Context: an optimization exercise on an open-source flow, tuned for small area and a short achievable clock period. The choices shown serve that exercise and are no tape-out recipe. The RTL was checked by simulation tests, not by an equivalence proof against the original design. No activity file was given, so power comes from the tool's default toggle rates.

==> flow/design.v <==
module pdua #(
  parameter int MAX_WIDTH  = 8,
  parameter int ADDR_WIDTH = 3
) (
  input  logic                  clk,
  input  logic                  rst,
  input  logic                  wr_rdn,
  input  logic                  enaf,
  input  logic [2:0]            selop,
  input  logic [1:0]            shamt,
  output logic                  C,
  output logic                  N,
  output logic                  P,
  output logic                  Z,
  input  logic                  bank_wr_en,
  input  logic [ADDR_WIDTH-1:0] BusB_addr,
  input  logic [ADDR_WIDTH-1:0] BusC_addr,
  input  logic                  sclr,
  input  logic                  ir_en,
  input  logic                  mar_en,
  input  logic                  mdr_en,
  input  logic                  mdr_alu_n,
  output logic [4:0]            out_IR
);
  localparam int W         = 8;
  localparam int NUM_REGS  = 8;
  localparam int MEM_DEPTH = 256;
  localparam int REG_ONE   = 5;
  localparam int REG_ACC   = 7;
  logic [W-1:0] bank [NUM_REGS];
  logic [W-1:0] mdr, ir;
  logic [15:0]  mar_hi, mar_lo;     
  logic [W-1:0] bus_a, bus_c;
  assign bus_a = bank[REG_ACC];
  logic [7:0] bsel;
  logic       sub, inc, arith, cin, cin_n;
  logic       shl, shr, pass;
  logic [7:0] sel;                  
  always_comb begin
    for (int k = 0; k < 8; k++) begin
      bsel[k] = (BusB_addr == 3'(k));
      sel[k]  = (selop == 3'(k));
    end
  end
  assign sub   = sel[7];
  assign inc   = sel[6];
  assign arith = sel[5] | sel[6] | sel[7];
  assign cin   = inc;
  assign cin_n = ~cin;
  assign shl   = (shamt == 2'b01);
  assign shr   = (shamt == 2'b10);
  assign pass  = ~shl & ~shr;
  logic [W-1:0] ap;
  assign ap = inc ? '0 : (bus_a ^ {W{sub}});
  logic [W-1:0] k_py0 [2], k_py1 [2], k_ly0 [2], k_ly1 [2], k_ry0 [2], k_ry1 [2];
  always_comb begin
    for (int v = 0; v < 2; v++) begin
      for (int j = 0; j < W; j++) begin
        logic bv, av, pv, ev, y0, y1;
        bv = 1'(v);
        av = bus_a[j];
        pv = ap[j] ^ bv;
        ev = (sel[0] & bv) | (sel[1] & ~av) | (sel[2] & av & bv) |
             (sel[3] & (av | bv)) | (sel[4] & (av ^ bv));
        y0 = arith ? (pv ^ sub)  : ev;
        y1 = arith ? (~pv ^ sub) : ev;
        k_py0[v][j] = pass & y0;
        k_py1[v][j] = pass & y1;
        k_ly0[v][j] = shl & y0;
        k_ly1[v][j] = shl & y1;
        k_ry0[v][j] = shr & y0;
        k_ry1[v][j] = shr & y1;
      end
    end
  end
  logic bb_0;
  logic bb_1;
  logic bb_2;
  logic bb_3;
  logic bb_4;
  logic bb_5;
  logic bb_6;
  logic bb_7;
  logic bb_n0_0;
  logic bb_n0_1;
  logic bb_n0_2;
  logic bb_n0_3;
  logic bb_n0_4;
  logic bb_n0_5;
  logic bb_n0_6;
  logic bb_n0_7;
  logic bb_n1_0;
  logic bb_n1_1;
  logic bb_n1_2;
  logic bb_n1_3;
  logic bb_n1_4;
  logic bb_n1_5;
  logic bb_n1_6;
  logic bb_n1_7;
  logic bb_n2_0;
  logic bb_n2_1;
  logic bb_n2_2;
  logic bb_n2_3;
  logic bb_n2_4;
  logic bb_n2_5;
  logic bb_n2_6;
  logic bb_n2_7;
  logic bb_n3_0;
  logic bb_n3_1;
  logic bb_n3_2;
  logic bb_n3_3;
  logic bb_n3_4;
  logic bb_n3_5;
  logic bb_n3_6;
  logic bb_n3_7;
  logic busc_0;
  logic busc_1;
  logic busc_2;
  logic busc_3;
  logic busc_4;
  logic busc_5;
  logic busc_6;
  logic busc_7;
  logic cy7;
  logic cy8;
  logic g1_1;
  logic g1_1_i;
  logic g1_2;
  logic g1_3;
  logic g1_4;
  logic g1_5;
  logic g1_6;
  logic g1_7;
  logic g1_8;
  logic g2_2;
  logic g2_2_i;
  logic g2_3;
  logic g2_3_i;
  logic g2_4;
  logic g2_5;
  logic g2_6;
  logic g2_7;
  logic g2_8;
  logic g3_4;
  logic g3_4_i;
  logic g3_5;
  logic g3_5_i;
  logic g3_6;
  logic g3_6_i;
  logic g3_7;
  logic g3_7_i;
  logic g3_8;
  logic g4_8;
  logic g4_8_i;
  logic gn_0;
  logic gn_1;
  logic gn_2;
  logic gn_3;
  logic gn_4;
  logic gn_5;
  logic gn_6;
  logic gn_7;
  logic ly0_0;
  logic ly0_1;
  logic ly0_2;
  logic ly0_3;
  logic ly0_4;
  logic ly0_5;
  logic ly0_6;
  logic ly1_0;
  logic ly1_1;
  logic ly1_2;
  logic ly1_3;
  logic ly1_4;
  logic ly1_5;
  logic ly1_6;
  logic px_1;
  logic px_2;
  logic px_3;
  logic px_4;
  logic px_5;
  logic px_6;
  logic px_7;
  logic py0_0;
  logic py0_1;
  logic py0_2;
  logic py0_3;
  logic py0_4;
  logic py0_5;
  logic py0_6;
  logic py0_7;
  logic py1_0;
  logic py1_1;
  logic py1_2;
  logic py1_3;
  logic py1_4;
  logic py1_5;
  logic py1_6;
  logic py1_7;
  logic ry0_1;
  logic ry0_2;
  logic ry0_3;
  logic ry0_4;
  logic ry0_5;
  logic ry0_6;
  logic ry0_7;
  logic ry1_1;
  logic ry1_2;
  logic ry1_3;
  logic ry1_4;
  logic ry1_5;
  logic ry1_6;
  logic ry1_7;
  logic s_0;
  logic s_1;
  logic s_2;
  logic s_3;
  logic s_4;
  logic s_5;
  logic s_6;
  logic s_7;
  logic t1_2;
  logic t1_3;
  logic t1_4;
  logic t1_5;
  logic t1_6;
  logic t1_7;
  logic t1_8;
  logic t2_4;
  logic t2_5;
  logic t2_6;
  logic t2_7;
  logic t2_8;
  logic t3_8;
  logic tn_0;
  logic tn_1;
  logic tn_2;
  logic tn_3;
  logic tn_4;
  logic tn_5;
  logic tn_6;
  logic tn_7;
  logic x0_0;
  logic x0_1;
  logic x0_2;
  logic x0_3;
  logic x0_4;
  logic x0_5;
  logic x0_6;
  logic x0_7;
  logic x1_0;
  logic x1_1;
  logic x1_2;
  logic x1_3;
  logic x1_4;
  logic x1_5;
  logic x1_6;
  logic x1_7;
  logic x2_1;
  logic x2_2;
  logic x2_3;
  logic x2_4;
  logic x2_5;
  logic x2_6;
  logic za;
  logic zb;
  logic zq_0;
  logic zq_1;
  logic zq_2;
  logic zq_3;
  logic zq_4;
  logic zq_5;
  pc_aoi22 u_aoi22_1 (.a1(bsel[0]), .a2(bank[0][0]), .b1(bsel[1]), .b2(bank[1][0]), .y(bb_n0_0));
  pc_aoi22 u_aoi22_2 (.a1(bsel[2]), .a2(bank[2][0]), .b1(bsel[3]), .b2(bank[3][0]), .y(bb_n1_0));
  pc_aoi22 u_aoi22_3 (.a1(bsel[4]), .a2(bank[4][0]), .b1(bsel[6]), .b2(bank[6][0]), .y(bb_n2_0));
  pc_aoi21 u_aoi21_4 (.a1(bsel[7]), .a2(bank[7][0]), .b1(bsel[5]), .y(bb_n3_0));
  pc_nand4 u_nand4_5 (.a(bb_n0_0), .b(bb_n1_0), .c(bb_n2_0), .d(bb_n3_0), .y(bb_0));
  pc_aoi22 u_aoi22_6 (.a1(bsel[0]), .a2(bank[0][1]), .b1(bsel[1]), .b2(bank[1][1]), .y(bb_n0_1));
  pc_aoi22 u_aoi22_7 (.a1(bsel[2]), .a2(bank[2][1]), .b1(bsel[3]), .b2(bank[3][1]), .y(bb_n1_1));
  pc_aoi22 u_aoi22_8 (.a1(bsel[4]), .a2(bank[4][1]), .b1(bsel[6]), .b2(bank[6][1]), .y(bb_n2_1));
  pc_nand2 u_nand2_9 (.a(bsel[7]), .b(bank[7][1]), .y(bb_n3_1));
  pc_nand4 u_nand4_10 (.a(bb_n0_1), .b(bb_n1_1), .c(bb_n2_1), .d(bb_n3_1), .y(bb_1));
  pc_aoi22 u_aoi22_11 (.a1(bsel[0]), .a2(bank[0][2]), .b1(bsel[1]), .b2(bank[1][2]), .y(bb_n0_2));
  pc_aoi22 u_aoi22_12 (.a1(bsel[2]), .a2(bank[2][2]), .b1(bsel[3]), .b2(bank[3][2]), .y(bb_n1_2));
  pc_aoi22 u_aoi22_13 (.a1(bsel[4]), .a2(bank[4][2]), .b1(bsel[6]), .b2(bank[6][2]), .y(bb_n2_2));
  pc_nand2 u_nand2_14 (.a(bsel[7]), .b(bank[7][2]), .y(bb_n3_2));
  pc_nand4 u_nand4_15 (.a(bb_n0_2), .b(bb_n1_2), .c(bb_n2_2), .d(bb_n3_2), .y(bb_2));
  pc_aoi22 u_aoi22_16 (.a1(bsel[0]), .a2(bank[0][3]), .b1(bsel[1]), .b2(bank[1][3]), .y(bb_n0_3));
  pc_aoi22 u_aoi22_17 (.a1(bsel[2]), .a2(bank[2][3]), .b1(bsel[3]), .b2(bank[3][3]), .y(bb_n1_3));
  pc_aoi22 u_aoi22_18 (.a1(bsel[4]), .a2(bank[4][3]), .b1(bsel[6]), .b2(bank[6][3]), .y(bb_n2_3));
  pc_nand2 u_nand2_19 (.a(bsel[7]), .b(bank[7][3]), .y(bb_n3_3));
  pc_nand4 u_nand4_20 (.a(bb_n0_3), .b(bb_n1_3), .c(bb_n2_3), .d(bb_n3_3), .y(bb_3));
  pc_aoi22 u_aoi22_21 (.a1(bsel[0]), .a2(bank[0][4]), .b1(bsel[1]), .b2(bank[1][4]), .y(bb_n0_4));
  pc_aoi22 u_aoi22_22 (.a1(bsel[2]), .a2(bank[2][4]), .b1(bsel[3]), .b2(bank[3][4]), .y(bb_n1_4));
  pc_aoi22 u_aoi22_23 (.a1(bsel[4]), .a2(bank[4][4]), .b1(bsel[6]), .b2(bank[6][4]), .y(bb_n2_4));
  pc_nand2 u_nand2_24 (.a(bsel[7]), .b(bank[7][4]), .y(bb_n3_4));
  pc_nand4 u_nand4_25 (.a(bb_n0_4), .b(bb_n1_4), .c(bb_n2_4), .d(bb_n3_4), .y(bb_4));
  pc_aoi22 u_aoi22_26 (.a1(bsel[0]), .a2(bank[0][5]), .b1(bsel[1]), .b2(bank[1][5]), .y(bb_n0_5));
  pc_aoi22 u_aoi22_27 (.a1(bsel[2]), .a2(bank[2][5]), .b1(bsel[3]), .b2(bank[3][5]), .y(bb_n1_5));
  pc_aoi22 u_aoi22_28 (.a1(bsel[4]), .a2(bank[4][5]), .b1(bsel[6]), .b2(bank[6][5]), .y(bb_n2_5));
  pc_nand2 u_nand2_29 (.a(bsel[7]), .b(bank[7][5]), .y(bb_n3_5));
  pc_nand4 u_nand4_30 (.a(bb_n0_5), .b(bb_n1_5), .c(bb_n2_5), .d(bb_n3_5), .y(bb_5));
  pc_aoi22 u_aoi22_31 (.a1(bsel[0]), .a2(bank[0][6]), .b1(bsel[1]), .b2(bank[1][6]), .y(bb_n0_6));
  pc_aoi22 u_aoi22_32 (.a1(bsel[2]), .a2(bank[2][6]), .b1(bsel[3]), .b2(bank[3][6]), .y(bb_n1_6));
  pc_aoi22 u_aoi22_33 (.a1(bsel[4]), .a2(bank[4][6]), .b1(bsel[6]), .b2(bank[6][6]), .y(bb_n2_6));
  pc_nand2 u_nand2_34 (.a(bsel[7]), .b(bank[7][6]), .y(bb_n3_6));
  pc_nand4 u_nand4_35 (.a(bb_n0_6), .b(bb_n1_6), .c(bb_n2_6), .d(bb_n3_6), .y(bb_6));
  pc_aoi22 u_aoi22_36 (.a1(bsel[0]), .a2(bank[0][7]), .b1(bsel[1]), .b2(bank[1][7]), .y(bb_n0_7));
  pc_aoi22 u_aoi22_37 (.a1(bsel[2]), .a2(bank[2][7]), .b1(bsel[3]), .b2(bank[3][7]), .y(bb_n1_7));
  pc_aoi22 u_aoi22_38 (.a1(bsel[4]), .a2(bank[4][7]), .b1(bsel[6]), .b2(bank[6][7]), .y(bb_n2_7));
  pc_nand2 u_nand2_39 (.a(bsel[7]), .b(bank[7][7]), .y(bb_n3_7));
  pc_nand4 u_nand4_40 (.a(bb_n0_7), .b(bb_n1_7), .c(bb_n2_7), .d(bb_n3_7), .y(bb_7));
  pc_nand2 u_nand2_41 (.a(ap[0]), .b(bb_0), .y(gn_0));
  pc_nor2 u_nor2_42 (.a(ap[0]), .b(bb_0), .y(tn_0));
  pc_nand2 u_nand2_43 (.a(ap[1]), .b(bb_1), .y(gn_1));
  pc_nor2 u_nor2_44 (.a(ap[1]), .b(bb_1), .y(tn_1));
  pc_nand2 u_nand2_45 (.a(ap[2]), .b(bb_2), .y(gn_2));
  pc_nor2 u_nor2_46 (.a(ap[2]), .b(bb_2), .y(tn_2));
  pc_nand2 u_nand2_47 (.a(ap[3]), .b(bb_3), .y(gn_3));
  pc_nor2 u_nor2_48 (.a(ap[3]), .b(bb_3), .y(tn_3));
  pc_nand2 u_nand2_49 (.a(ap[4]), .b(bb_4), .y(gn_4));
  pc_nor2 u_nor2_50 (.a(ap[4]), .b(bb_4), .y(tn_4));
  pc_nand2 u_nand2_51 (.a(ap[5]), .b(bb_5), .y(gn_5));
  pc_nor2 u_nor2_52 (.a(ap[5]), .b(bb_5), .y(tn_5));
  pc_nand2 u_nand2_53 (.a(ap[6]), .b(bb_6), .y(gn_6));
  pc_nor2 u_nor2_54 (.a(ap[6]), .b(bb_6), .y(tn_6));
  pc_nand2 u_nand2_55 (.a(ap[7]), .b(bb_7), .y(gn_7));
  pc_nor2 u_nor2_56 (.a(ap[7]), .b(bb_7), .y(tn_7));
  pc_oai21 u_oai21_57 (.a1(tn_0), .a2(cin_n), .b1(gn_0), .y(g1_1));
  pc_oai21 u_oai21_58 (.a1(tn_1), .a2(gn_0), .b1(gn_1), .y(g1_2));
  pc_nor2 u_nor2_59 (.a(tn_1), .b(tn_0), .y(t1_2));
  pc_oai21 u_oai21_60 (.a1(tn_2), .a2(gn_1), .b1(gn_2), .y(g1_3));
  pc_nor2 u_nor2_61 (.a(tn_2), .b(tn_1), .y(t1_3));
  pc_oai21 u_oai21_62 (.a1(tn_3), .a2(gn_2), .b1(gn_3), .y(g1_4));
  pc_nor2 u_nor2_63 (.a(tn_3), .b(tn_2), .y(t1_4));
  pc_oai21 u_oai21_64 (.a1(tn_4), .a2(gn_3), .b1(gn_4), .y(g1_5));
  pc_nor2 u_nor2_65 (.a(tn_4), .b(tn_3), .y(t1_5));
  pc_oai21 u_oai21_66 (.a1(tn_5), .a2(gn_4), .b1(gn_5), .y(g1_6));
  pc_nor2 u_nor2_67 (.a(tn_5), .b(tn_4), .y(t1_6));
  pc_oai21 u_oai21_68 (.a1(tn_6), .a2(gn_5), .b1(gn_6), .y(g1_7));
  pc_nor2 u_nor2_69 (.a(tn_6), .b(tn_5), .y(t1_7));
  pc_oai21 u_oai21_70 (.a1(tn_7), .a2(gn_6), .b1(gn_7), .y(g1_8));
  pc_nor2 u_nor2_71 (.a(tn_7), .b(tn_6), .y(t1_8));
  pc_aoi21 u_aoi21_72 (.a1(t1_2), .a2(cin), .b1(g1_2), .y(g2_2));
  pc_aoi21 u_aoi21_73 (.a1(t1_3), .a2(g1_1), .b1(g1_3), .y(g2_3));
  pc_aoi21 u_aoi21_74 (.a1(t1_4), .a2(g1_2), .b1(g1_4), .y(g2_4));
  pc_nand2 u_nand2_75 (.a(t1_4), .b(t1_2), .y(t2_4));
  pc_aoi21 u_aoi21_76 (.a1(t1_5), .a2(g1_3), .b1(g1_5), .y(g2_5));
  pc_nand2 u_nand2_77 (.a(t1_5), .b(t1_3), .y(t2_5));
  pc_aoi21 u_aoi21_78 (.a1(t1_6), .a2(g1_4), .b1(g1_6), .y(g2_6));
  pc_nand2 u_nand2_79 (.a(t1_6), .b(t1_4), .y(t2_6));
  pc_aoi21 u_aoi21_80 (.a1(t1_7), .a2(g1_5), .b1(g1_7), .y(g2_7));
  pc_nand2 u_nand2_81 (.a(t1_7), .b(t1_5), .y(t2_7));
  pc_aoi21 u_aoi21_82 (.a1(t1_8), .a2(g1_6), .b1(g1_8), .y(g2_8));
  pc_nand2 u_nand2_83 (.a(t1_8), .b(t1_6), .y(t2_8));
  pc_oai21 u_oai21_84 (.a1(t2_4), .a2(cin_n), .b1(g2_4), .y(g3_4));
  pc_inv u_inv_85 (.a(g1_1), .y(g1_1_i));
  pc_oai21 u_oai21_86 (.a1(t2_5), .a2(g1_1_i), .b1(g2_5), .y(g3_5));
  pc_oai21 u_oai21_87 (.a1(t2_6), .a2(g2_2), .b1(g2_6), .y(g3_6));
  pc_oai21 u_oai21_88 (.a1(t2_7), .a2(g2_3), .b1(g2_7), .y(g3_7));
  pc_oai21 u_oai21_89 (.a1(t2_8), .a2(g2_4), .b1(g2_8), .y(g3_8));
  pc_nor2 u_nor2_90 (.a(t2_8), .b(t2_4), .y(t3_8));
  pc_aoi21 u_aoi21_91 (.a1(t3_8), .a2(cin), .b1(g3_8), .y(g4_8));
  pc_inv u_inv_92 (.a(g2_2), .y(g2_2_i));
  pc_inv u_inv_93 (.a(g2_3), .y(g2_3_i));
  pc_inv u_inv_94 (.a(g4_8), .y(g4_8_i));
  pc_inv u_inv_95 (.a(g3_4), .y(g3_4_i));
  pc_inv u_inv_96 (.a(g3_5), .y(g3_5_i));
  pc_inv u_inv_97 (.a(g3_6), .y(g3_6_i));
  pc_inv u_inv_98 (.a(g3_7), .y(g3_7_i));
  pc_mux2 u_mux2_99 (.s(bb_0), .d0(k_py0[0][0]), .d1(k_py0[1][0]), .y(py0_0));
  pc_mux2 u_mux2_100 (.s(bb_0), .d0(k_py1[0][0]), .d1(k_py1[1][0]), .y(py1_0));
  pc_mux2 u_mux2_101 (.s(bb_0), .d0(k_ly0[0][0]), .d1(k_ly0[1][0]), .y(ly0_0));
  pc_mux2 u_mux2_102 (.s(bb_0), .d0(k_ly1[0][0]), .d1(k_ly1[1][0]), .y(ly1_0));
  pc_mux2 u_mux2_103 (.s(bb_1), .d0(k_py0[0][1]), .d1(k_py0[1][1]), .y(py0_1));
  pc_mux2 u_mux2_104 (.s(bb_1), .d0(k_py1[0][1]), .d1(k_py1[1][1]), .y(py1_1));
  pc_mux2 u_mux2_105 (.s(bb_1), .d0(k_ly0[0][1]), .d1(k_ly0[1][1]), .y(ly0_1));
  pc_mux2 u_mux2_106 (.s(bb_1), .d0(k_ly1[0][1]), .d1(k_ly1[1][1]), .y(ly1_1));
  pc_mux2 u_mux2_107 (.s(bb_1), .d0(k_ry0[0][1]), .d1(k_ry0[1][1]), .y(ry0_1));
  pc_mux2 u_mux2_108 (.s(bb_1), .d0(k_ry1[0][1]), .d1(k_ry1[1][1]), .y(ry1_1));
  pc_mux2 u_mux2_109 (.s(bb_2), .d0(k_py0[0][2]), .d1(k_py0[1][2]), .y(py0_2));
  pc_mux2 u_mux2_110 (.s(bb_2), .d0(k_py1[0][2]), .d1(k_py1[1][2]), .y(py1_2));
  pc_mux2 u_mux2_111 (.s(bb_2), .d0(k_ly0[0][2]), .d1(k_ly0[1][2]), .y(ly0_2));
  pc_mux2 u_mux2_112 (.s(bb_2), .d0(k_ly1[0][2]), .d1(k_ly1[1][2]), .y(ly1_2));
  pc_mux2 u_mux2_113 (.s(bb_2), .d0(k_ry0[0][2]), .d1(k_ry0[1][2]), .y(ry0_2));
  pc_mux2 u_mux2_114 (.s(bb_2), .d0(k_ry1[0][2]), .d1(k_ry1[1][2]), .y(ry1_2));
  pc_mux2 u_mux2_115 (.s(bb_3), .d0(k_py0[0][3]), .d1(k_py0[1][3]), .y(py0_3));
  pc_mux2 u_mux2_116 (.s(bb_3), .d0(k_py1[0][3]), .d1(k_py1[1][3]), .y(py1_3));
  pc_mux2 u_mux2_117 (.s(bb_3), .d0(k_ly0[0][3]), .d1(k_ly0[1][3]), .y(ly0_3));
  pc_mux2 u_mux2_118 (.s(bb_3), .d0(k_ly1[0][3]), .d1(k_ly1[1][3]), .y(ly1_3));
  pc_mux2 u_mux2_119 (.s(bb_3), .d0(k_ry0[0][3]), .d1(k_ry0[1][3]), .y(ry0_3));
  pc_mux2 u_mux2_120 (.s(bb_3), .d0(k_ry1[0][3]), .d1(k_ry1[1][3]), .y(ry1_3));
  pc_mux2 u_mux2_121 (.s(bb_4), .d0(k_py0[0][4]), .d1(k_py0[1][4]), .y(py0_4));
  pc_mux2 u_mux2_122 (.s(bb_4), .d0(k_py1[0][4]), .d1(k_py1[1][4]), .y(py1_4));
  pc_mux2 u_mux2_123 (.s(bb_4), .d0(k_ly0[0][4]), .d1(k_ly0[1][4]), .y(ly0_4));
  pc_mux2 u_mux2_124 (.s(bb_4), .d0(k_ly1[0][4]), .d1(k_ly1[1][4]), .y(ly1_4));
  pc_mux2 u_mux2_125 (.s(bb_4), .d0(k_ry0[0][4]), .d1(k_ry0[1][4]), .y(ry0_4));
  pc_mux2 u_mux2_126 (.s(bb_4), .d0(k_ry1[0][4]), .d1(k_ry1[1][4]), .y(ry1_4));
  pc_mux2 u_mux2_127 (.s(bb_5), .d0(k_py0[0][5]), .d1(k_py0[1][5]), .y(py0_5));
  pc_mux2 u_mux2_128 (.s(bb_5), .d0(k_py1[0][5]), .d1(k_py1[1][5]), .y(py1_5));
  pc_mux2 u_mux2_129 (.s(bb_5), .d0(k_ly0[0][5]), .d1(k_ly0[1][5]), .y(ly0_5));
  pc_mux2 u_mux2_130 (.s(bb_5), .d0(k_ly1[0][5]), .d1(k_ly1[1][5]), .y(ly1_5));
  pc_mux2 u_mux2_131 (.s(bb_5), .d0(k_ry0[0][5]), .d1(k_ry0[1][5]), .y(ry0_5));
  pc_mux2 u_mux2_132 (.s(bb_5), .d0(k_ry1[0][5]), .d1(k_ry1[1][5]), .y(ry1_5));
  pc_mux2 u_mux2_133 (.s(bb_6), .d0(k_py0[0][6]), .d1(k_py0[1][6]), .y(py0_6));
  pc_mux2 u_mux2_134 (.s(bb_6), .d0(k_py1[0][6]), .d1(k_py1[1][6]), .y(py1_6));
  pc_mux2 u_mux2_135 (.s(bb_6), .d0(k_ly0[0][6]), .d1(k_ly0[1][6]), .y(ly0_6));
  pc_mux2 u_mux2_136 (.s(bb_6), .d0(k_ly1[0][6]), .d1(k_ly1[1][6]), .y(ly1_6));
  pc_mux2 u_mux2_137 (.s(bb_6), .d0(k_ry0[0][6]), .d1(k_ry0[1][6]), .y(ry0_6));
  pc_mux2 u_mux2_138 (.s(bb_6), .d0(k_ry1[0][6]), .d1(k_ry1[1][6]), .y(ry1_6));
  pc_mux2 u_mux2_139 (.s(bb_7), .d0(k_py0[0][7]), .d1(k_py0[1][7]), .y(py0_7));
  pc_mux2 u_mux2_140 (.s(bb_7), .d0(k_py1[0][7]), .d1(k_py1[1][7]), .y(py1_7));
  pc_mux2 u_mux2_141 (.s(bb_7), .d0(k_ry0[0][7]), .d1(k_ry0[1][7]), .y(ry0_7));
  pc_mux2 u_mux2_142 (.s(bb_7), .d0(k_ry1[0][7]), .d1(k_ry1[1][7]), .y(ry1_7));
  pc_aoi22 u_aoi22_143 (.a1(cin), .a2(py1_0), .b1(cin_n), .b2(py0_0), .y(x0_0));
  pc_aoi22 u_aoi22_144 (.a1(g1_1), .a2(ry1_1), .b1(g1_1_i), .b2(ry0_1), .y(x1_0));
  pc_nand2 u_nand2_145 (.a(x0_0), .b(x1_0), .y(s_0));
  pc_mux2 u_mux2_146 (.s(mdr_alu_n), .d0(s_0), .d1(mdr[0]), .y(busc_0));
  assign bus_c[0] = busc_0;
  pc_aoi22 u_aoi22_147 (.a1(g1_1), .a2(py1_1), .b1(g1_1_i), .b2(py0_1), .y(x0_1));
  pc_aoi22 u_aoi22_148 (.a1(cin), .a2(ly1_0), .b1(cin_n), .b2(ly0_0), .y(x1_1));
  pc_aoi22 u_aoi22_149 (.a1(g2_2_i), .a2(ry1_2), .b1(g2_2), .b2(ry0_2), .y(x2_1));
  pc_nand3 u_nand3_150 (.a(x0_1), .b(x1_1), .c(x2_1), .y(s_1));
  pc_mux2 u_mux2_151 (.s(mdr_alu_n), .d0(s_1), .d1(mdr[1]), .y(busc_1));
  assign bus_c[1] = busc_1;
  pc_aoi22 u_aoi22_152 (.a1(g2_2_i), .a2(py1_2), .b1(g2_2), .b2(py0_2), .y(x0_2));
  pc_aoi22 u_aoi22_153 (.a1(g1_1), .a2(ly1_1), .b1(g1_1_i), .b2(ly0_1), .y(x1_2));
  pc_aoi22 u_aoi22_154 (.a1(g2_3_i), .a2(ry1_3), .b1(g2_3), .b2(ry0_3), .y(x2_2));
  pc_nand3 u_nand3_155 (.a(x0_2), .b(x1_2), .c(x2_2), .y(s_2));
  pc_mux2 u_mux2_156 (.s(mdr_alu_n), .d0(s_2), .d1(mdr[2]), .y(busc_2));
  assign bus_c[2] = busc_2;
  pc_aoi22 u_aoi22_157 (.a1(g2_3_i), .a2(py1_3), .b1(g2_3), .b2(py0_3), .y(x0_3));
  pc_aoi22 u_aoi22_158 (.a1(g2_2_i), .a2(ly1_2), .b1(g2_2), .b2(ly0_2), .y(x1_3));
  pc_aoi22 u_aoi22_159 (.a1(g3_4), .a2(ry1_4), .b1(g3_4_i), .b2(ry0_4), .y(x2_3));
  pc_nand3 u_nand3_160 (.a(x0_3), .b(x1_3), .c(x2_3), .y(s_3));
  pc_mux2 u_mux2_161 (.s(mdr_alu_n), .d0(s_3), .d1(mdr[3]), .y(busc_3));
  assign bus_c[3] = busc_3;
  pc_aoi22 u_aoi22_162 (.a1(g3_4), .a2(py1_4), .b1(g3_4_i), .b2(py0_4), .y(x0_4));
  pc_aoi22 u_aoi22_163 (.a1(g2_3_i), .a2(ly1_3), .b1(g2_3), .b2(ly0_3), .y(x1_4));
  pc_aoi22 u_aoi22_164 (.a1(g3_5), .a2(ry1_5), .b1(g3_5_i), .b2(ry0_5), .y(x2_4));
  pc_nand3 u_nand3_165 (.a(x0_4), .b(x1_4), .c(x2_4), .y(s_4));
  pc_mux2 u_mux2_166 (.s(mdr_alu_n), .d0(s_4), .d1(mdr[4]), .y(busc_4));
  assign bus_c[4] = busc_4;
  pc_aoi22 u_aoi22_167 (.a1(g3_5), .a2(py1_5), .b1(g3_5_i), .b2(py0_5), .y(x0_5));
  pc_aoi22 u_aoi22_168 (.a1(g3_4), .a2(ly1_4), .b1(g3_4_i), .b2(ly0_4), .y(x1_5));
  pc_aoi22 u_aoi22_169 (.a1(g3_6), .a2(ry1_6), .b1(g3_6_i), .b2(ry0_6), .y(x2_5));
  pc_nand3 u_nand3_170 (.a(x0_5), .b(x1_5), .c(x2_5), .y(s_5));
  pc_mux2 u_mux2_171 (.s(mdr_alu_n), .d0(s_5), .d1(mdr[5]), .y(busc_5));
  assign bus_c[5] = busc_5;
  pc_aoi22 u_aoi22_172 (.a1(g3_6), .a2(py1_6), .b1(g3_6_i), .b2(py0_6), .y(x0_6));
  pc_aoi22 u_aoi22_173 (.a1(g3_5), .a2(ly1_5), .b1(g3_5_i), .b2(ly0_5), .y(x1_6));
  pc_aoi22 u_aoi22_174 (.a1(g3_7), .a2(ry1_7), .b1(g3_7_i), .b2(ry0_7), .y(x2_6));
  pc_nand3 u_nand3_175 (.a(x0_6), .b(x1_6), .c(x2_6), .y(s_6));
  pc_mux2 u_mux2_176 (.s(mdr_alu_n), .d0(s_6), .d1(mdr[6]), .y(busc_6));
  assign bus_c[6] = busc_6;
  pc_aoi22 u_aoi22_177 (.a1(g3_7), .a2(py1_7), .b1(g3_7_i), .b2(py0_7), .y(x0_7));
  pc_aoi22 u_aoi22_178 (.a1(g3_6), .a2(ly1_6), .b1(g3_6_i), .b2(ly0_6), .y(x1_7));
  pc_nand2 u_nand2_179 (.a(x0_7), .b(x1_7), .y(s_7));
  pc_mux2 u_mux2_180 (.s(mdr_alu_n), .d0(s_7), .d1(mdr[7]), .y(busc_7));
  assign bus_c[7] = busc_7;
  assign cy7 = g3_7;
  assign cy8 = g4_8_i;
  pc_nand4 u_nand4_181 (.a(x0_0), .b(x1_0), .c(x0_1), .d(x1_1), .y(zq_0));
  pc_nand4 u_nand4_182 (.a(x2_1), .b(x0_2), .c(x1_2), .d(x2_2), .y(zq_1));
  pc_nand4 u_nand4_183 (.a(x0_3), .b(x1_3), .c(x2_3), .d(x0_4), .y(zq_2));
  pc_nand4 u_nand4_184 (.a(x1_4), .b(x2_4), .c(x0_5), .d(x1_5), .y(zq_3));
  pc_nand4 u_nand4_185 (.a(x2_5), .b(x0_6), .c(x1_6), .d(x2_6), .y(zq_4));
  pc_nand2 u_nand2_186 (.a(x0_7), .b(x1_7), .y(zq_5));
  pc_nor3 u_nor3_187 (.a(zq_0), .b(zq_1), .c(zq_2), .y(za));
  pc_nor3 u_nor3_188 (.a(zq_3), .b(zq_4), .c(zq_5), .y(zb));
  pc_xor2 u_xor2_189 (.a(s_0), .b(s_1), .y(px_1));
  pc_xor2 u_xor2_190 (.a(s_2), .b(s_3), .y(px_2));
  pc_xor2 u_xor2_191 (.a(s_4), .b(s_5), .y(px_3));
  pc_xor2 u_xor2_192 (.a(s_6), .b(s_7), .y(px_4));
  pc_xor2 u_xor2_193 (.a(px_1), .b(px_2), .y(px_5));
  pc_xor2 u_xor2_194 (.a(px_3), .b(px_4), .y(px_6));
  pc_xor2 u_xor2_195 (.a(px_5), .b(px_6), .y(px_7));
  logic y0_bit, y7_bit, alu_c, s_c, n_nx, z_nx, p_nx;
  assign y0_bit = cin  ? (bb_0 ? k_py1[1][0] | k_ly1[1][0] | k_ry1[1][0]
                               : k_py1[0][0] | k_ly1[0][0] | k_ry1[0][0])
                       : (bb_0 ? k_py0[1][0] | k_ly0[1][0] | k_ry0[1][0]
                               : k_py0[0][0] | k_ly0[0][0] | k_ry0[0][0]);
  assign y7_bit = cy7  ? (bb_7 ? k_py1[1][7] | k_ly1[1][7] | k_ry1[1][7]
                               : k_py1[0][7] | k_ly1[0][7] | k_ry1[0][7])
                       : (bb_7 ? k_py0[1][7] | k_ly0[1][7] | k_ry0[1][7]
                               : k_py0[0][7] | k_ly0[0][7] | k_ry0[0][7]);
  assign alu_c  = arith & cy8;
  assign s_c    = (pass & alu_c) | (shl & y7_bit) | (shr & y0_bit);
  assign n_nx   = s_7;
  assign z_nx   = za & zb;
  assign p_nx   = px_7;
  always_ff @(posedge clk) begin
    for (int i = 0; i < NUM_REGS; i++) begin
      if (i != REG_ONE) begin
        if (rst)
          bank[i] <= '0;
        else if (!sclr && bank_wr_en && BusC_addr == 3'(i))
          bank[i] <= bus_c;
      end
    end
  end
  assign bank[REG_ONE] = W'(1);
  logic                 ph;
  logic [W-1:0]         mem_q [MEM_DEPTH];
  logic [MEM_DEPTH-1:0] sel_n, wr;
  logic [W-1:0]         wdat_n, rd_q, rd;
  logic                 mem_we;
  assign mem_we = wr_rdn && !rst && !sclr;
  always_comb begin
    for (int i = 0; i < MEM_DEPTH; i++) begin
      sel_n[i] = ~(mar_hi[i / 16] & mar_lo[i % 16]);
      wr[i]    = mar_hi[i / 16] & mar_lo[i % 16] & mem_we;
    end
  end
  assign wdat_n = (mdr ^ {W{ph}}) | {W{!mem_we}};
  always_ff @(posedge clk)
    ph <= !ph;
  for (genvar i = 0; i < MEM_DEPTH; i++) begin : g_word
    for (genvar j = 0; j < W; j++) begin : g_bit
      pdua_mem_bit u_bit (
        .clk  (clk),
        .wr   (wr[i]),
        .hold (sel_n[i]),
        .wdat (wdat_n[j]),
        .q    (mem_q[i][j])
      );
    end
  end
  localparam int NGRP = MEM_DEPTH / 2;
  logic [NGRP-1:0] rd_grp [W];
  for (genvar j = 0; j < W; j++) begin : g_rd
    for (genvar g = 0; g < NGRP; g++) begin : g_grp
      pdua_oai22 u_rd (
        .a0 (sel_n[2*g]),   .b0 (mem_q[2*g][j]),
        .a1 (sel_n[2*g+1]), .b1 (mem_q[2*g+1][j]),
        .y  (rd_grp[j][g])
      );
    end
    logic [63:0] l1;
    logic [15:0] l2;
    logic [7:0]  l3;
    logic [1:0]  l4;
    for (genvar q = 0; q < 64; q++) begin : g_l1
      pc_nor2 u_l1 (.a(rd_grp[j][2*q]), .b(rd_grp[j][2*q+1]), .y(l1[q]));
    end
    for (genvar q = 0; q < 16; q++) begin : g_l2
      pc_nand4 u_l2 (.a(l1[4*q]), .b(l1[4*q+1]), .c(l1[4*q+2]), .d(l1[4*q+3]), .y(l2[q]));
    end
    for (genvar q = 0; q < 8; q++) begin : g_l3
      pc_nor2 u_l3 (.a(l2[2*q]), .b(l2[2*q+1]), .y(l3[q]));
    end
    for (genvar q = 0; q < 2; q++) begin : g_l4
      pc_nand4 u_l4 (.a(l3[4*q]), .b(l3[4*q+1]), .c(l3[4*q+2]), .d(l3[4*q+3]), .y(l4[q]));
    end
    pc_nor2 u_l5 (.a(l4[0]), .b(l4[1]), .y(rd_q[j]));
  end
  assign rd = rd_q ^ {W{ph}};
  always_ff @(posedge clk) begin
    if (rst || sclr) begin
      C   <= 1'b0;
      N   <= 1'b0;
      P   <= 1'b0;
      Z   <= 1'b0;
      mar_hi <= 16'h0001;
      mar_lo <= 16'h0001;
      mdr <= '0;
      ir  <= '0;
    end else begin
      if (enaf) begin
        C <= s_c;
        N <= n_nx;
        P <= p_nx;
        Z <= z_nx;
      end
      if (mar_en) begin
        mar_hi <= 16'h0001 << bus_c[7:4];
        mar_lo <= 16'h0001 << bus_c[3:0];
      end
      if (mdr_en)
        mdr <= wr_rdn ? bus_c : rd;
      if (ir_en)
        ir <= mdr;
    end
  end
  assign out_IR = ir[W-1 -: 5];
endmodule
module pdua_mem_bit (
  input  logic clk,
  input  logic wr,
  input  logic hold,
  input  logic wdat,
  output logic q
);
  always_ff @(posedge clk)
    q <= ~((q | wr) & (wdat | hold));
endmodule
module pdua_oai22 (
  input  logic a0, b0, a1, b1,
  output logic y
);
  assign y = ~((a0 | b0) & (a1 | b1));
endmodule
module pc_inv (input logic a, output logic y);
  assign y = ~a;
endmodule
module pc_nand2 (input logic a, b, output logic y);
  assign y = ~(a & b);
endmodule
module pc_nor2 (input logic a, b, output logic y);
  assign y = ~(a | b);
endmodule
module pc_nand3 (input logic a, b, c, output logic y);
  assign y = ~(a & b & c);
endmodule
module pc_nand4 (input logic a, b, c, d, output logic y);
  assign y = ~(a & b & c & d);
endmodule
module pc_nor3 (input logic a, b, c, output logic y);
  assign y = ~(a | b | c);
endmodule
module pc_xor2 (input logic a, b, output logic y);
  assign y = a ^ b;
endmodule
module pc_aoi21 (input logic a1, a2, b1, output logic y);
  assign y = ~((a1 & a2) | b1);
endmodule
module pc_oai21 (input logic a1, a2, b1, output logic y);
  assign y = ~((a1 | a2) & b1);
endmodule
module pc_aoi22 (input logic a1, a2, b1, b2, output logic y);
  assign y = ~((a1 & a2) | (b1 & b2));
endmodule
module pc_aoi222 (input logic a1, a2, b1, b2, c1, c2, output logic y);
  assign y = ~((a1 & a2) | (b1 & b2) | (c1 & c2));
endmodule
module pc_mux2 (input logic s, d0, d1, output logic y);
  assign y = s ? d1 : d0;
endmodule
==> flow/run.sh <==
#!/bin/bash
# synth_recipe.tcl (not shown) runs the flow's synth.tcl, then flattens the netlist and writes it again
# the make line also repeats each setting of config.mk as NAME=value (left out here)
make -C /OpenROAD-flow-scripts/flow DESIGN_CONFIG=/design/flow/config.mk WORK_HOME=/design/flow/orfs CLKGATE_MAP_FILE= SYNTH_SCRIPT=/design/flow/synth_recipe.tcl finish
==> flow/config.mk <==
export PLATFORM = sky130hd
export DESIGN_NAME = pdua
export DESIGN_NICKNAME = pdua
export VERILOG_FILES = /design/flow/design.v
export SDC_FILE = /design/flow/constraint.sdc
export NUM_CORES = 4
export LEC_CHECK = 0
export CAP_MARGIN = 20
export CORE_MARGIN = 2
export CORE_UTILIZATION = 30
export CTS_BUF_LIST = sky130_fd_sc_hd__clkbuf_16
export CTS_CLUSTER_DIAMETER = 100
export CTS_CLUSTER_SIZE = 30
export SETUP_SLACK_MARGIN = 2.5
export SLEW_MARGIN = 20
export SYNTH_HIERARCHICAL = 1
==> flow/constraint.sdc <==
create_clock -name core_clock -period 5.5 [get_ports {clk}]
set_input_delay 1.1000 -clock core_clock [delete_from_list [all_inputs] [get_ports {clk}]]
set_output_delay 1.1000 -clock core_clock [all_outputs]
set_load 0.01 [all_outputs]
==> impl_metrics.prom <==
# TYPE chip_impl_metric gauge
chip_impl_info{name="outcome",value="finished clean"} 1
chip_impl_metric{name="synth_nets",unit=""} 7403
chip_impl_metric{name="ant_nets",unit=""} 0
chip_impl_metric{name="vdd_ir_drop_max",unit="V"} 0.000229
chip_impl_info{name="hold-path-endpoint",value="g_word[109].g_bit[5].u_bit.q"} 1
chip_impl_metric{name="worst_clock_skew",unit="ns"} 0.0636
chip_impl_metric{name="cp_data_required_time",unit="ns"} 6.19
chip_impl_metric{name="leakagePower",unit="nW"} 32.1
chip_impl_metric{name="drt_drc_violations_left",unit=""} 0
chip_impl_metric{name="clk_latency",unit="ns"} 0.77
chip_impl_metric{name="number_of_hold_violations_in_the_final_report",unit=""} 0
chip_impl_metric{name="clk_pin_slew_worst_paths",unit="ns"} 0.11
chip_impl_metric{name="die_width",unit="um"} 500
chip_impl_metric{name="drt-total-wl",unit="mm"} 244
chip_impl_metric{name="setup_slack_of_the_most_critical_reg_to_reg_path",unit="ns"} 2.31
chip_impl_metric{name="htree_levels",unit=""} 3
chip_impl_info{name="ys_top_cells_by_count",value="3072 x o22ai_1, 2154 x dfxtp_1, 695 x nor2_1"} 1
chip_impl_metric{name="initial_utilization",unit="%"} 30.2
chip_impl_metric{name="core_area",unit="sq um"} 244000
chip_impl_metric{name="grt_pass1_wl",unit="mm"} 368
chip_impl_info{name="setup_repair_after_global_routing_missed_its_margin",value="true"} 1
chip_impl_metric{name="floorplan.io_pins",unit=""} 30
chip_impl_info{name="setup.worst_path.end_class",value="flop"} 1
chip_impl_info{name="worstHoldPathType",value="flop to flop"} 1
chip_impl_metric{name="netlist-cell-type-count",unit=""} 42
chip_impl_metric{name="number_of_antenna_violations_at_the_first_check_in_global_routing",unit=""} 13
chip_impl_metric{name="place_congestion",unit=""} 0.876
chip_impl_metric{name="tightest_slew",unit="ns"} 1.11
chip_impl_metric{name="drt_first_iter_violations",unit=""} 6330
chip_impl_metric{name="place_hpwl",unit="mm"} 152
chip_impl_metric{name="cp_data_arrival_time",unit="ns"} 3.94
chip_impl_metric{name="async_flop_share",unit="%"} 0
chip_impl_metric{name="clock_sink_count",unit=""} 2154
chip_impl_info{name="crit_start",value="BusB_addr[2]"} 1
chip_impl_metric{name="first_global_vias",unit=""} 60042
chip_impl_metric{name="routedWlPerCell",unit="um"} 22.6
chip_impl_metric{name="numCtsBuffers",unit=""} 84
chip_impl_info{name="ys.flop_type",value="dfxtp_1"} 1
chip_impl_metric{name="grt_max_degree",unit=""} 128
chip_impl_metric{name="timing.setup.tns",unit="ns"} 0
chip_impl_metric{name="maxCapViolCount",unit=""} 0
chip_impl_metric{name="vertical_die_dimension",unit="um"} 500
chip_impl_info{name="cts_tree",value="done"} 1
chip_impl_metric{name="slew_viol_final",unit=""} 0
chip_impl_metric{name="final_layout_size_suffix_gt1_share",unit="%"} 11.6
chip_impl_metric{name="synth-seq-cells",unit=""} 2154
chip_impl_metric{name="port_buffers",unit=""} 29
chip_impl_metric{name="syn_inst",unit=""} 7380
chip_impl_info{name="hp-start",value="g_word[109].g_bit[5].u_bit.q"} 1
chip_impl_metric{name="fmax",unit="GHz"} 0.308
chip_impl_info{name="most_used_standard_cell_by_instance_count_after_synthesis",value="o22ai_1"} 1
chip_impl_metric{name="synth_seq_area_share",unit="%"} 58.5
chip_impl_info{name="critical_path.startpoint_type",value="input port"} 1
chip_impl_metric{name="rows",unit=""} 181
chip_impl_metric{name="synthesis.area",unit="sq um"} 73700
chip_impl_metric{name="powerDensity",unit="nW/um^2"} 291
chip_impl_metric{name="pre_cts_ws",unit="ns"} 0.581
chip_impl_metric{name="globalRouteTotalUtil",unit="%"} 18.4
chip_impl_metric{name="post_drt_via_cell_ratio",unit=""} 6.04
chip_impl_info{name="cts_root_buffer",value="clkbuf_16"} 1
chip_impl_metric{name="dr_total_vias",unit=""} 65092
chip_impl_metric{name="timing.reg2reg.worst_path_depth",unit=""} 13
chip_impl_metric{name="synth-warning-count",unit=""} 26
chip_impl_metric{name="count_of_nets_after_finishing",unit=""} 7572
chip_impl_metric{name="hold-path-cell-count",unit=""} 1
chip_impl_metric{name="layout_setup_ws",unit="ns"} 2.25
chip_impl_metric{name="min_cycle_time_layout",unit="ns"} 3.25
chip_impl_info{name="yosys-top-cells-area",value="dfxtp_1 59%, o22ai_1 26%, nor2_1 3.5%"} 1
chip_impl_metric{name="number_of_enable_flip_flop_cells_after_synthesis",unit=""} 0
chip_impl_metric{name="finalCritPeriodShare",unit="%"} 59.1
chip_impl_info{name="timing_worst_setup_path_type",value="input port to flop"} 1
chip_impl_info{name="worst_r2r_endpoint",value="mdr[4]"} 1
chip_impl_info{name="regToRegStartpoint",value="mar_hi[12]"} 1
chip_impl_metric{name="final-setup-viol-count",unit=""} 0
chip_impl_metric{name="timing.slew.headroom",unit="%"} 26.1
chip_impl_metric{name="synth_top_cell_area_share",unit="%"} 58.5
chip_impl_info{name="yosys.area.top_type",value="dfxtp_1"} 1
chip_impl_metric{name="critical_path.max_fanout",unit=""} 8
chip_impl_metric{name="areaGrowthSynthToFinish",unit="%"} 14.9
chip_impl_metric{name="drtPass1Iterations",unit=""} 5
chip_impl_metric{name="syn_area_per_cell",unit="sq um"} 9.98
chip_impl_metric{name="fp.dieArea",unit="sq um"} 250000
chip_impl_metric{name="buffers_from_clock_root_to_sink_at_most",unit=""} 3
chip_impl_metric{name="gr-total-overflow",unit=""} 0
-- state kept, by name, indices dropped and copies added, names as in the netlist --
name                  cells
Z                         1
ir                        5
N                         1
C                         1
mar_hi                   16
g_word.g_bit.u_bit.q   2048
ph                        1
mar_lo                   16
bank                     56
mdr                       8
P                         1
-- area by class of cell --
| class | instances | area, sq um |
|---|---|---|
| timing repair buffer | 262 | 2760 |
| multi-input combinational | 5031 | 32200 |
| clock buffer | 87 | 2180 |
| fill | 24388 | 159000 |
| clock inverter | 13 | 215 |
| inverter | 16 | 66.3 |
| tap | 3202 | 4010 |
| sequential | 2154 | 43200 |
| antenna | 12 | 30.0 |
-- cell families (layout without fill, tap and decap cells) --
logic type / count (synthesis) / count (layout) / share of synthesized area (%)
AO/OA/AOI/OAI: 3236 / 3236 / 27.7
XOR/XNOR: 24 / 24 / 0.285
adder cells (fa/ha/maj): 2 / 2 / 0.0340
buffers and inverters: 199 / 378 / 1.04
flip-flops: 2154 / 2154 / 58.5
multiplexers: 123 / 125 / 2.03
other: 0 / 12 / 0
AND/OR/NAND/NOR: 1642 / 1644 / 10.3
-- modules after synthesis (local to each module, per instance), excerpt --
module / flops+latches / cell area [sq um] / copies in the design / cells inside
pc_nor3: 0 / 10.0 / 2 / 1
pc_xor2: 0 / 8.76 / 7 / 1
pc_nand2: 0 / 3.75 / 23 / 1
pdua: 106 / 8500 / 1 / 1337
pc_inv: 0 / 3.75 / 8 / 1
pc_aoi21: 0 / 8.76 / 9 / 1
pc_nand3: 0 / 5.00 / 6 / 1
pc_nand4: 0 / 6.26 / 157 / 1
-- critical path: stages --
cell and delay (ns):
buf_12 0.12, and3b_2 0.30, a22oi_2 0.14, nand4_1 0.28
nor2_4 0.29, o21ai_4 0.11, a21oi_2 0.19, o21ai_4 0.12
a22oi_2 0.28, nand3_2 0.12, mux2_4 0.37, nor2b_4 0.21
nand3_2 0.13, a21oi_2 0.17
-- worst max path at each step --
stage                            end  cells past startpoint
after floorplan           bank[7][5]                     14
after global placement        mdr[6]                     16
after detailed placement      mdr[5]                     16
after CTS                          P                     16
after global routing      mar_hi[15]                     18
final                      mar_hi[5]                     14
-- through the flow --
step	hold slack, ns	instances	instance area [sq um]	power (W)	util (%)
finish	0.445	10777	84700	0.0246	34.7
CTS	0.452	10753	84200	0.0247	34.5
global route	0.460	10767	84600	0.0253	34.7
floorplan	0.422	7380	74100	0.0166	-
detailed placement	0.437	10526	78600	0.0169	32.3
global placement	0.429	10526	78600	0.0169	32.3
-- repair_timing --
item / in CTS / in global routing
cloned: 4 / 0
setup buffers: 123 / 12
pin swaps: 117 / 55
endpoints found under the setup margin: 1995 / 843
gates resized for setup: 562 / 99
hold buffers: 0 / 0
-- power breakdown --
part	total [W]	leakage (nW)	switching, W	internal (W)
Combinational	0.00102	11.3	0.000687	0.000335
Clock	0.00789	1.17	0.00488	0.00301
Sequential	0.0157	19.7	0.0000532	0.0157
Total	0.0246	32.1	0.00562	0.0190
-- metal layers --
layer	part of all wire [%]	up-vias	routed length (um)	track usage, %
li1	-	30034	-	-
met1	44	32096	107000	25.7
met2	45	2529	109000	29.0
met3	7.3	431	17800	2.69
met4	3.7	2	9030	6.32
met5	0.0045	-	11	0
-- cells in the final DEF (no fill, tap or decap), types with 21 or more instances in the layout --
cell | synthesis | layout
nand2_1 | 358 | 125
nor2_4 | 0 | 41
and3_1 | 258 | 256
mux2i_1 | 70 | 70
mux2_4 | 52 | 54
nor2_2 | 1 | 38
buf_4 | 1 | 153
o22ai_1 | 3072 | 3072
dfxtp_1 | 2154 | 2129
nand3_2 | 0 | 26
a21oi_1 | 58 | 47
buf_12 | 0 | 49
nand2_8 | 0 | 39
nor2b_1 | 35 | 26
clkbuf_16 | 0 | 87
clkdlybuf4s50_1 | 0 | 21
and2_1 | 67 | 66
nor2_1 | 695 | 617
nand2_4 | 0 | 78
nand4_1 | 171 | 171
nand2_2 | 0 | 117
buf_6 | 0 | 29
dfxtp_4 | 0 | 21
a22oi_2 | 46 | 46

-- re-timing with driven ports --
Ports are ideal in the flow. The routed layout listed here was re-timed in OpenROAD.
Step 1, drivers: a clkbuf_16 drives clk and a buf_2 each remaining input, both assumed.
Step 2 moves the port delays by t, midway between the first and last clock arrival at a register: inputs arrive t later, outputs are due t later. That takes back most of the time a late clock gives input paths.
Three values: ideal, step 1, step 2; two values: the first two.
t, ns: 0.830
slack for setup (ns): 2.250 / 2.274 / 1.445
worst setup path at the end: input to register
After both steps setup and hold are still met in this run. The setup slack of this run moves by +0.024 ns with the drivers and by -0.805 ns with both steps.
